What follows belongs to an exercise in optimizing a design on an open flow for small area and a short achievable clock period; a production flow would make more cautious choices. Only simulation tests tie the RTL to the original design; equivalence was not proved. Power is estimated from default activity; no workload was simulated.

--- run.sh ---
#!/bin/bash
# synth_recipe.tcl (not shown) runs the flow's synth.tcl, then flattens the netlist and writes it again
# the make line also repeats each setting of config.mk as NAME=value (left out here)
make -C /OpenROAD-flow-scripts/flow DESIGN_CONFIG=/design/flow/config.mk WORK_HOME=/design/flow/orfs CLKGATE_MAP_FILE= SYNTH_SCRIPT=/design/flow/synth_recipe.tcl finish
--- config.mk ---
export PLATFORM = sky130hd
export DESIGN_NAME = memoria_dados_nrisc
export DESIGN_NICKNAME = memoria_dados_nrisc
export VERILOG_FILES = /design/flow/design.v
export SDC_FILE = /design/flow/constraint.sdc
export NUM_CORES = 4
export LEC_CHECK = 0
export CAP_MARGIN = 20
export CORE_MARGIN = 2
export CORE_UTILIZATION = 60
export CTS_CLUSTER_DIAMETER = 60
export CTS_CLUSTER_SIZE = 30
export PLACE_DENSITY = 0.7
export SETUP_SLACK_MARGIN = 1.8
export SLEW_MARGIN = 20
--- constraint.sdc ---
create_clock -name core_clock -period 4.0 [get_ports {Clock}]
set_input_delay 0.8000 -clock core_clock [delete_from_list [all_inputs] [get_ports {Clock}]]
set_output_delay 0.8000 -clock core_clock [all_outputs]
set_load 0.01 [all_outputs]
--- design.v ---
module memoria_dados_nrisc #(
  parameter int LARGURA_END = 8,
  parameter int LATENCIA    = 2
) (
  input  logic                   Clock,
  input  logic                   Reset_n,
  input  logic [LARGURA_END-1:0] EndMemDados,
  input  logic [7:0]             DadoEscritoMem,
  input  logic                   LerMem,
  input  logic                   EscMem,
  output logic [7:0]             DadoLidoMem,
  output logic                   Pronto,
  output logic                   Erro
  ,
  output logic [7:0]             PortaSaida
);
  logic ocioso_q, esp1_q, esp2_q, resp_q;
  logic [7:0] pos_q;
  logic [31:0] seln_q;             
  logic [7:0]  grp_q;              
  logic        porta_end_q;        
  logic [6:0]  wk_q;               
  logic        tarde_q;            
  logic [7:0]  dado_q;
  logic        ler_q, esc_q;
  logic [7:0] lido_q, porta_q;
  logic       erro_q;
  logic [7:0] r1_q [8];
  logic       wrp_q, rdp_q;
  logic [7:0] rdg_q;
  logic [7:0] wh_q, whn_q;
  logic       esc_tarde_q;
  logic [7:0] anel [256];
  logic [7:0] r1_d [8];
  logic [7:0] lido_d;
  logic       req, so_ler, so_esc, esc_mem, grava;
  logic [7:0] soma, slot0, soma4;
  logic [15:0] wl;
  assign req     = LerMem | EscMem;
  assign so_ler  = ler_q & ~esc_q;
  assign so_esc  = esc_q & ~ler_q;
  assign esc_mem = so_esc & ~porta_end_q;
  assign soma  = EndMemDados + pos_q;
  assign slot0 = soma + 8'd1;
  assign soma4 = soma + 8'd4;
  always_ff @(posedge Clock or negedge Reset_n) begin
    if (!Reset_n) begin
      ocioso_q <= 1'b1;
      esp1_q   <= 1'b0;
      esp2_q   <= 1'b0;
      resp_q   <= 1'b0;
      erro_q   <= 1'b0;
      lido_q   <= '0;
      porta_q  <= '0;
      wrp_q    <= 1'b0;
      rdp_q    <= 1'b0;
      rdg_q    <= '0;
    end else begin
      ocioso_q <= ~((ocioso_q & req) | esp1_q | esp2_q);
      esp1_q   <= ocioso_q & req;
      esp2_q   <= esp1_q;
      resp_q   <= esp2_q;
      erro_q   <= esp2_q & ler_q & esc_q;
      lido_q   <= lido_d;
      if (wrp_q)
        porta_q <= dado_q;
      wrp_q    <= esp1_q & so_esc & porta_end_q;
      rdp_q    <= esp1_q & so_ler & porta_end_q;
      for (int g = 0; g < 8; g++)
        rdg_q[g] <= esp1_q & so_ler & ~porta_end_q & grp_q[g];
    end
  end
  always_ff @(posedge Clock) begin
    pos_q <= pos_q + 8'd1;
    if (ocioso_q) begin
      for (int k = 0; k < 32; k++)
        seln_q[k] <= (slot0[4:0] != 5'(k));
      for (int g = 0; g < 8; g++)
        grp_q[g] <= (slot0[7:5] == 3'(g));
      porta_end_q <= &EndMemDados;
      wk_q        <= soma4[7:1];
      tarde_q     <= ~soma[0];
      dado_q      <= DadoEscritoMem;
      ler_q       <= LerMem;
      esc_q       <= EscMem;
    end
    for (int g = 0; g < 8; g++)
      r1_q[g] <= r1_d[g];
    for (int i = 0; i < 8; i++) begin
      wh_q[i]  <=   wk_q[6:4] == 3'(i);
      whn_q[i] <= ~(wk_q[6:4] == 3'(i));
    end
    esc_tarde_q <= esp2_q & esc_mem & tarde_q;
  end
  assign grava = (esp2_q & esc_mem & ~tarde_q) | esc_tarde_q;
  always_comb
    for (int j = 0; j < 16; j++)
      wl[j] = (wk_q[3:0] == 4'(j));
  for (genvar p = 0; p < 256; p++) begin : g_anel
    if (p % 2 == 1) begin : g_passa
      always_ff @(posedge Clock)
        anel[p] <= anel[p-1];
    end else begin : g_porta_esc
      localparam int K = p / 2;
      logic we, keep;
      assign we   = (wh_q[K >> 4] & grava) & wl[K & 15];
      assign keep = (whn_q[K >> 4] | ~grava) | ~wl[K & 15];
      always_ff @(posedge Clock)
        anel[p] <= ({8{we}} & dado_q) | ({8{keep}} & anel[(p + 255) % 256]);
    end
  end
  always_comb
    for (int g = 0; g < 8; g++) begin
      r1_d[g] = '1;
      for (int k = 0; k < 32; k++)
        r1_d[g] = r1_d[g] & ({8{seln_q[k]}} | anel[g*32 + k]);
    end
  always_comb begin
    lido_d = {8{rdp_q}} & porta_q;
    for (int g = 0; g < 8; g++)
      lido_d = lido_d | ({8{rdg_q[g]}} & r1_q[g]);
  end
  assign DadoLidoMem = lido_q;
  assign Pronto      = resp_q;
  assign Erro        = erro_q;
  assign PortaSaida  = porta_q;
endmodule
==> notes.md <==
## Yosys cell counts, types with 9 or more instances
cell | instances | area share (%)
o22ai_1 | 1022 | 9.4
and2_1 | 9 | 0.083
a22oi_1 | 9 | 0.099
nand3_1 | 39 | 0.29
nand2_1 | 178 | 0.98
buf_1 | 142 | 0.78
nand4_1 | 130 | 1.2
nor2_1 | 733 | 4.0
a22o_1 | 1032 | 13
dfxtp_1 | 2137 | 63
clkbuf_1 | 229 | 1.3
dfrtp_1 | 30 | 1.1
edfxtp_1 | 59 | 2.6
inv_1 | 15 | 0.083
ha_1 | 9 | 0.17
xnor2_1 | 9 | 0.12
nor3_1 | 12 | 0.088
## report_power, final
group | switching, uW | total, uW | internal (uW)
Sequential | 749 | 23900 | 23200
Clock | 8170 | 16100 | 7930
Combinational | 3670 | 5200 | 1530
Total | 12600 | 45200 | 32600
## cell families (layout without fill, tap and decap cells)
kind of cell	after synthesis	count (layout)
and+or+nand+nor	1147	1148
other	0	4
AOI/OAI and AO/OA	2111	2111
muxes	11	11
adders and majority gates	10	10
DFF	2227	2227
xor gates and xnor gates	15	15
buffers and inverters	387	737
## what timing repair did
action	CTS	global route
cloned	0	2
endpoints found under the hold margin	0	0
setup endpoints to repair	1124	939
setup buffers	84	31
pin swaps	28	12
resized for setup	362	159
## layer usage
| layer | vias to the layer above | track usage, % | wire, um |
|---|---|---|---|
| met3 | 1735 | 19.6 | 49600 |
| met1 | 27900 | 62.0 | 101000 |
| li1 | 22900 | - | - |
| met4 | 14 | 38.6 | 29100 |
| met2 | 5631 | 67.1 | 116000 |
| met5 | - | 0.123 | 89 |
## area by class of cell
type	count	area, um^2
clock buffer	159	3730
timing repair buffer	475	4720
antenna	4	10.0
inverter	16	62.6
multi-input combinational	3295	22800
clock inverter	87	1100
sequential	2227	45300
tap	1500	1880
fill	7974	32700
## flip-flops by register name (all words and copies together) (netlist names), 7 cells and up
register / cells
wh_q: 8
rdg_q: 8
porta_q: 8
grp_q: 8
r1_q: 64
seln_q: 32
whn_q: 8
lido_q: 8
pos_q: 8
anel: 2048
wk_q: 7
dado_q: 8
## per-stage QoR
step | instances | setup slack [ns] | area (um^2) | hold slack [ns]
2_1_floorplan | 5908 | 1.08 | 68100 | 0.331
3_3_place_gp | 7393 | 0.319 | 72000 | 0.332
3_5_place_dp | 7395 | 0.321 | 72000 | 0.336
4_1_cts | 7725 | 1.42 | 78700 | 0.110
5_1_grt | 7759 | 1.32 | 79700 | 0.134
6_report | 7763 | 1.45 | 79700 | 0.0867
## worst min path at each step
stage	start	to	slack, ns	cells past startpoint
finish	Reset_n	rdg_q[1]$_DFF_PN0_	0.09	1
global route	Reset_n	rdg_q[1]$_DFF_PN0_	0.13	1
CTS	Reset_n	rdg_q[1]$_DFF_PN0_	0.11	1
detailed placement	anel[46][4]$_DFF_P_	anel[47][4]$_DFF_P_	0.34	0
global placement	anel[134][4]$_DFF_P_	anel[135][4]$_DFF_P_	0.33	0
floorplan	anel[90][0]$_DFF_P_	anel[91][0]$_DFF_P_	0.33	0
==> impl_results.md <==
- Synth Area in Adders: 0.195%
- Drc violations: 0
- Crit share post-route: 63.8%
- VDD IR max: 0.529 mV
- Synth Area in Simple Gates: 7.18%
- Post-synth cell types: 57
- Largest net degree at the start of global routing: 130
- Critical-path top delay cell: fa_2
- Cells after Synth: 5908
- Vias in the first global route: 55400
- CORE AREA: 0.112 mm^2
- Num ports: 38
- Initial DRC Count: 9970
- DR vias: 58200
- Post-synth EDFFs: 59
- Crit path max-delay family: compound AO/OA/AOI/OAI gates
- Critical path origin: pos_q[0]$_DFF_P_
- Pwr per Cell Area: 567 mW/mm^2
- Starting Density: 60.5%
- Pleak: 0.0319 uW
- Final #Nets: 6181
- Reg2Reg Capture Point: grp_q[5]$_DFFE_PP_
- Antenna violations before repair: 14
- Post-synthesis mux area share: 0.177%
- Worst Tran Pin Value: 1.20 ns
- Final Critical Period: 2.55 ns
- XOR/XNOR share of the synthesized area: 0.204%
- Crit path DAT: 3.10 ns
- Syn-to-layout area delta: 17.2%
- Die height: 341 um
- RSZ-0062 raised after global routing: yes
- Worst reg2reg path depth: 8
- First-pass GRT wire length: 406000 um
- Final setup vio count: 0
- Sequential share of the synthesized area: 66.7%
- Rows: 123
- Max-Cap Viols: 0
- Power, Total: 45200 uW
- Most common cell after layout, fill and taps aside: dfxtp_1
- Num CTS Buffers: 136
- GR Util All Layers: 49.2%
- Fin. Hold Viols: 0
- Crit path buf inv count: 0
- Post-Synthesis Cell Area: 0.0680 mm^2
- Fin. max-slew vios: 0
- Worst-case clock buffer depth: 3
- R2R Path Start: pos_q[0]$_DFF_P_
- Outcome: complete, no violations
- CTS clk-pin slew, worst paths: 0.09 ns
- Routed wire length: 296000 um
- H-tree Lvls: 4
- Worst path max stage delay: 0.56 ns
- CTS Hold Bufs: 0
- Drt wl/cell: 38.1 um
- Largest family of logic cells by synthesized area: compound AO/OA/AOI/OAI gates
- Critical path endpoint: grp_q[5]$_DFFE_PP_
- CP startpoint kind: register
- Vias per cell: 7.50
- Dominant register cell in the synthesized netlist: dfxtp_1
- Clock Root Buffer: clkbuf_16
- DRT antenna net count: 0
- Synth Area in Compound Gates: 23.4%
- TritonRoute pass-1 iters: 9
- Largest fanout on the critical path: 8
- GPL Wtd Cong: 1.01
- R2R Setup Slk: 1.45 ns
- Commonest cells after routing, fill and taps aside: 2135 x dfxtp_1, 1032 x a22o_1, 1022 x o22ai_1, 653 x nor2_1, 319 x buf_4
- Syn_area_per_cell: 11.5 um^2
- Clock sink count: 2227
- # port buffers: 37
- CP endpoint kind: register
- Worst Path Class, Setup: register to register
- Post-layout util: 70.9%
- Die footprint: 0.116 mm^2
- Max Clock Skew: 0.0325 ns
- Dpl hpwl: 178000 um
- Hold WC Path Type: input port to async pin
- Share of cells above drive strength 1: 15.9%
- Critical path depth in cells: 8
- Req. time, crit path: 4.55 ns
- Insertion delay to the later sink of the worst-skew pair: 0.81 ns
- Die Wd: 341 um
- Sum Neg Setup Slack: 0 ns
- Max Freq: 392 MHz
- Flop and latch count out of synthesis: 2227
- Grt ovf: 0
- Ys async rst share: 1.39%
- Slew Limit Headroom: 20.2%
- Synth warn: 4
- TritonCTS clock tree: done
- Syn nets: 5938
- CP Cell Sequence: ha_4, fa_2, nand3_1, a2111oi_4, o211ai_2, nor3_2, xnor2_2, a21boi_2

==> re-timing with driven ports <==
No port has a modelled driver above. Below, the same layout with a new extraction and two added sets of constraints. Step 1 assumes that a clkbuf_16 drives the clock port and a buf_2 every other input. Step 2, shift: input delay + t, output delay - t, t = (earliest + latest rising clock arrival at the registers) / 2. This alone moves slack from input paths to output paths. Three values: no drivers, after step 1, after step 2; two values: the first two.
shift t [ns]: 0.871
setup slack, ns: 1.448 / 1.448 / 0.671
worst slew at a driven data input, ns: 0.05
cell pins on the clock port's net: 1
After both steps setup and hold are still met in this run. For this run, drivers alone change the setup slack by 0.000 ns; drivers and shift together by -0.777 ns.
